This is an optimization exercise on Yosys and OpenROAD, whose aim is small area, not a production implementation. In this exercise RTL edits were held to simulation tests only and were not proved equivalent to the original. Power figures rest on the tool's default switching activity, not on a simulated workload.

==> run Z: inputs <==
## cb_quant_top
module cb_quant_top (
    input  logic             clk,
    input  logic             rst,
    input  logic             enable,
    input  logic [64*11-1:0] coef_in,
    output logic [64*11-1:0] q_out,
    output logic             out_enable
);
    logic [338:0] q_narrow;
    coef_capture i_coef_capture (
        .coef_in  (coef_in),
        .q_narrow (q_narrow)
    );
    round_output i_round_output (
        .clk        (clk),
        .rst        (rst),
        .enable     (enable),
        .q_narrow   (q_narrow),
        .q_out      (q_out),
        .out_enable (out_enable)
    );
endmodule
export LEC_CHECK = 0
export CAP_MARGIN = 20
export CORE_AREA = 5 5 485 485
export CTS_CLUSTER_DIAMETER = 120
export CTS_CLUSTER_SIZE = 30
export DIE_AREA = 0 0 490 490
export GPL_TIMING_DRIVEN = 0
export SLEW_MARGIN = 20
create_clock -name core_clock -period 5.0 [get_ports {clk}]
standard.sh (not shown) runs the stock make flow with config.mk's settings and CLKGATE_MAP_FILE= SYNTH_SCRIPT=/design/flow/synth_recipe.tcl, a recipe that flattens the netlist after the stock synthesis.
==> flow/flow/run.sh <==
#!/bin/bash
# Layout flow: the standard.sh (ORFS synthesis to finish) with these changes:
#  - synthesis maps the logic with ABC's area mapper (abc_amap.script) instead of the
#    timing-driven map + upsize script, and does not extract half/full adder cells;
#    registers, flattening and naming are those of the standard synthesis
#  - pass-through output wires get buf_1 instead of buf_4 in synthesis
#  - each port gets the smallest buffer (buf_1) instead of the default delay buffer
#  - placement is not timing driven (its trial buffering kept ~250 buffers); the
#    synthesis pass-through buffers are removed before port buffering instead
# Every tool's output goes to its own log here (ORFS keeps per-step logs in orfs/logs).
set -euo pipefail
HERE=$PWD
sed -e "s#log_cmd abc {\*}\$abc_args#log_cmd abc -script $HERE/flow/abc_amap.script {*}[lrange \$abc_args 2 end]#" \
    "$FLOW_HOME/scripts/synth.tcl" > synth_mod.tcl
grep -q "abc_amap.script" synth_mod.tcl
sed -e "s#source \$::env(SCRIPTS_DIR)/synth.tcl#source $HERE/synth_mod.tcl#" synth_recipe.tcl > my_synth.tcl
grep -q "synth_mod.tcl" my_synth.tcl
sed -e "s#SYNTH_SCRIPT=[^ ]*#SYNTH_SCRIPT=$HERE/my_synth.tcl ADDER_MAP_FILE= 'MIN_BUF_CELL_AND_PORTS=sky130_fd_sc_hd__buf_1 A X'#" standard.sh > my_standard.sh
grep -q "my_synth.tcl" my_standard.sh
export BUFFER_PORTS_ARGS="-buffer_cell sky130_fd_sc_hd__buf_1"
export PRE_GLOBAL_PLACE_TCL=$HERE/flow/pre_gpl.tcl
bash my_standard.sh > flow_make.log 2>&1
==> flow/flow/abc_amap.script <==
strash
dc2
dch -f
amap
topo
==> flow/flow/pre_gpl.tcl <==
# Drop the buffers synthesis put on pass-through output wires before the ports are
# buffered (the standard flow does this only in timing-driven placement)
remove_buffers
==> run M: changes against run Z <==
--- a/flow/flow/run.sh
+++ b/flow/flow/run.sh
@@ -7,6 +7,8 @@
 #  - each port gets the smallest buffer (buf_1) instead of the default delay buffer
 #  - placement is not timing driven (its trial buffering kept ~250 buffers); the
 #    synthesis pass-through buffers are removed before port buffering instead
+#  - pins may sit one routing track apart (the clock pin is fixed apart from the
+#    rest, pre_io.tcl), so the die is sized by area rather than by pin count
 # Every tool's output goes to its own log here (ORFS keeps per-step logs in orfs/logs).
 set -euo pipefail
 HERE=$PWD
@@ -19,4 +21,6 @@
 grep -q "my_synth.tcl" my_standard.sh
 export BUFFER_PORTS_ARGS="-buffer_cell sky130_fd_sc_hd__buf_1"
 export PRE_GLOBAL_PLACE_TCL=$HERE/flow/pre_gpl.tcl
+export PRE_IO_PLACEMENT_TCL=$HERE/flow/pre_io.tcl
+export PLACE_PINS_ARGS="-min_distance 1 -min_distance_in_tracks"
 bash my_standard.sh > flow_make.log 2>&1
==> flow/flow/pre_io.tcl (new file) <==
# Fix the clock pin in the middle of the left edge and keep the other pins 5 um
# away from it: the other pins may sit one routing track apart, but the clock
# net needs more room beside its pin
set die [ord::get_die_area]
set ymid [expr {([lindex $die 1] + [lindex $die 3]) / 2.0}]
place_pin -pin_name clk -layer met3 -location [list 0 $ymid] -pin_size {1.0 0.3} -force_to_die_boundary
exclude_io_pin_region -region left:[expr {$ymid - 5}]-[expr {$ymid + 5}]
- CORE_AREA: 5 5 485 485 -> 5 5 295 295
- CTS_CLUSTER_DIAMETER: 120 -> 100
- DIE_AREA: 0 0 490 490 -> 0 0 300 300
==> run K: changes against run Z <==
--- a/flow/flow/run.sh
+++ b/flow/flow/run.sh
@@ -5,8 +5,6 @@
 #    registers, flattening and naming are those of the standard synthesis
 #  - pass-through output wires get buf_1 instead of buf_4 in synthesis
 #  - each port gets the smallest buffer (buf_1) instead of the default delay buffer
-#  - placement is not timing driven (its trial buffering kept ~250 buffers); the
-#    synthesis pass-through buffers are removed before port buffering instead
 # Every tool's output goes to its own log here (ORFS keeps per-step logs in orfs/logs).
 set -euo pipefail
 HERE=$PWD
@@ -18,5 +16,4 @@
 sed -e "s#SYNTH_SCRIPT=[^ ]*#SYNTH_SCRIPT=$HERE/my_synth.tcl ADDER_MAP_FILE= 'MIN_BUF_CELL_AND_PORTS=sky130_fd_sc_hd__buf_1 A X'#" standard.sh > my_standard.sh
 grep -q "my_synth.tcl" my_standard.sh
 export BUFFER_PORTS_ARGS="-buffer_cell sky130_fd_sc_hd__buf_1"
-export PRE_GLOBAL_PLACE_TCL=$HERE/flow/pre_gpl.tcl
 bash my_standard.sh > flow_make.log 2>&1
==> flow/flow/abc_amap.script (replaced) <==
strash
dch
amap
topo
- CTS_CLUSTER_DIAMETER: 120 -> default
- CTS_CLUSTER_SIZE: 30 -> default
- GPL_TIMING_DRIVEN: 0 -> default
removed: flow/flow/pre_gpl.tcl
==> run A: changes against run Z <==
- CTS_CLUSTER_DIAMETER: 120 -> 80
- CTS_CLUSTER_SIZE: 30 -> 20
==> comparison <==
Against run Z, the routed wire length of run M is lower by about 34%.
Against run A, the first-iteration DRC count of run Z is lower by about 4.6%.
Against run K, the critical path depth of run A is lower by 2.
Maximum frequency: run A is lower than run K (2.9%).
Between run A and run K, the lower register-to-register slack is in run A (gap 0.02 ns).
In die area, run K and run Z do not differ.
Hold slack: run K > run Z > run M > run A.
Run A produced a clean layout. Run K completed without violations. Run M went through all stages and came out clean. Run Z completed without violations.
Clock-buffer cell count: run K is higher than run A (17).
Clock power, lowest first: run M, run Z, run A, run K.
Sequential share of layout area: run K < run A < run Z < run M.
==> figures <==
Hold EP: run M i_round_output.q_reg[105]; run A i_round_output.q_reg[105]; run K i_round_output.q_reg[152]; run Z i_round_output.q_reg[105]
Num CTS Buffers: run M 25; run A 47; run K 52; run Z 29
Largest stage delay on the critical path: run M 0.47 ns; run A 0.28 ns; run K 0.41 ns; run Z 0.28 ns
Average via count per standard cell: run M 5.27; run A 4.18; run K 4.29; run Z 4.19
Top-area cell type share of the netlist area: run M 24.9%; run A 24.9%; run K 24.0%; run Z 24.9%
Tap cells: run M 1080; run A 3026; run K 3026; run Z 3026
Post-Synth Simple-Gate Area: run M 24.3%; run A 24.3%; run K 17.5%; run Z 24.3%
Synthesized Nets: run M 5405; run A 5405; run K 5237; run Z 5405
Multi-input gate area: run M 0.0175 mm²; run A 0.0175 mm²; run K 0.0170 mm²; run Z 0.0175 mm²
Slew at the pin closest to its max-slew limit: run M 0.982 ns; run A 1.01 ns; run K 0.972 ns; run Z 1.01 ns
Final clock-cell share: run M 2.74%; run A 4.39%; run K 4.52%; run Z 2.91%
Die area: run M 0.0900 mm²; run A 0.240 mm²; run K 0.240 mm²; run Z 0.240 mm²
Number of ordinary and repair buffers in the finished layout: run M 1449; run A 1443; run K 1657; run Z 1442
Wirelength, routed: run M 122000 µm; run A 185000 µm; run K 186000 µm; run Z 184000 µm
Die height: run M 300 µm; run A 490 µm; run K 490 µm; run Z 490 µm
Capture point of the critical path: run M i_round_output.q_reg[12]; run A i_round_output.q_reg[105]; run K i_round_output.q_reg[53]; run Z i_round_output.q_reg[11]
Final non-filler cell area: run M 0.0348 mm²; run A 0.0378 mm²; run K 0.0400 mm²; run Z 0.0373 mm²
Met2 track demand over resource in global routing: run M 38.7%; run A 23.5%; run K 23.8%; run Z 23.4%
Result of the run: run M complete, no violations; run A complete, no violations; run K complete, no violations; run Z complete, no violations
Utilization after layout: run M 41.7%; run A 16.5%; run K 17.4%; run Z 16.2%
Diodes inserted: run M 75; run A 46; run K 40; run Z 51
Post-layout power: run M 0.00902 W; run A 0.0107 W; run K 0.0113 W; run Z 0.00971 W

[what the ideal ports hide]
The flow's constraints put no driver on any port. The routed layouts listed below were extracted and timed again, unchanged, in two steps. Step 1, drivers: a clkbuf_16 drives clk and a buf_2 each remaining input, both assumed. Step 2, shift: input delay + t, output delay - t, t = (earliest + latest rising clock arrival at the registers) / 2. This alone moves slack from input paths to output paths. Three values: ideal ports, drivers, drivers and shift; two values: the first two.
run	shift t [ns]	setup WS [ns]	worst setup path at the end	worst data-port slew with drivers (ns)
run Z	0.751	0.231 / 0.162 / -0.589	input to register	0.36
run M	0.631	0.311 / 0.284 / -0.347	input to register	0.15
run K	0.742	0.413 / 0.450 / -0.292	input to register	0.26
run A	0.728	0.275 / 0.289 / -0.439	input to register	0.39
With both steps, setup timing fails in every run listed, where it was met with ideal ports. The setup slack of run Z, which loses most, moves by -0.069 ns with the drivers and by -0.820 ns with both steps.
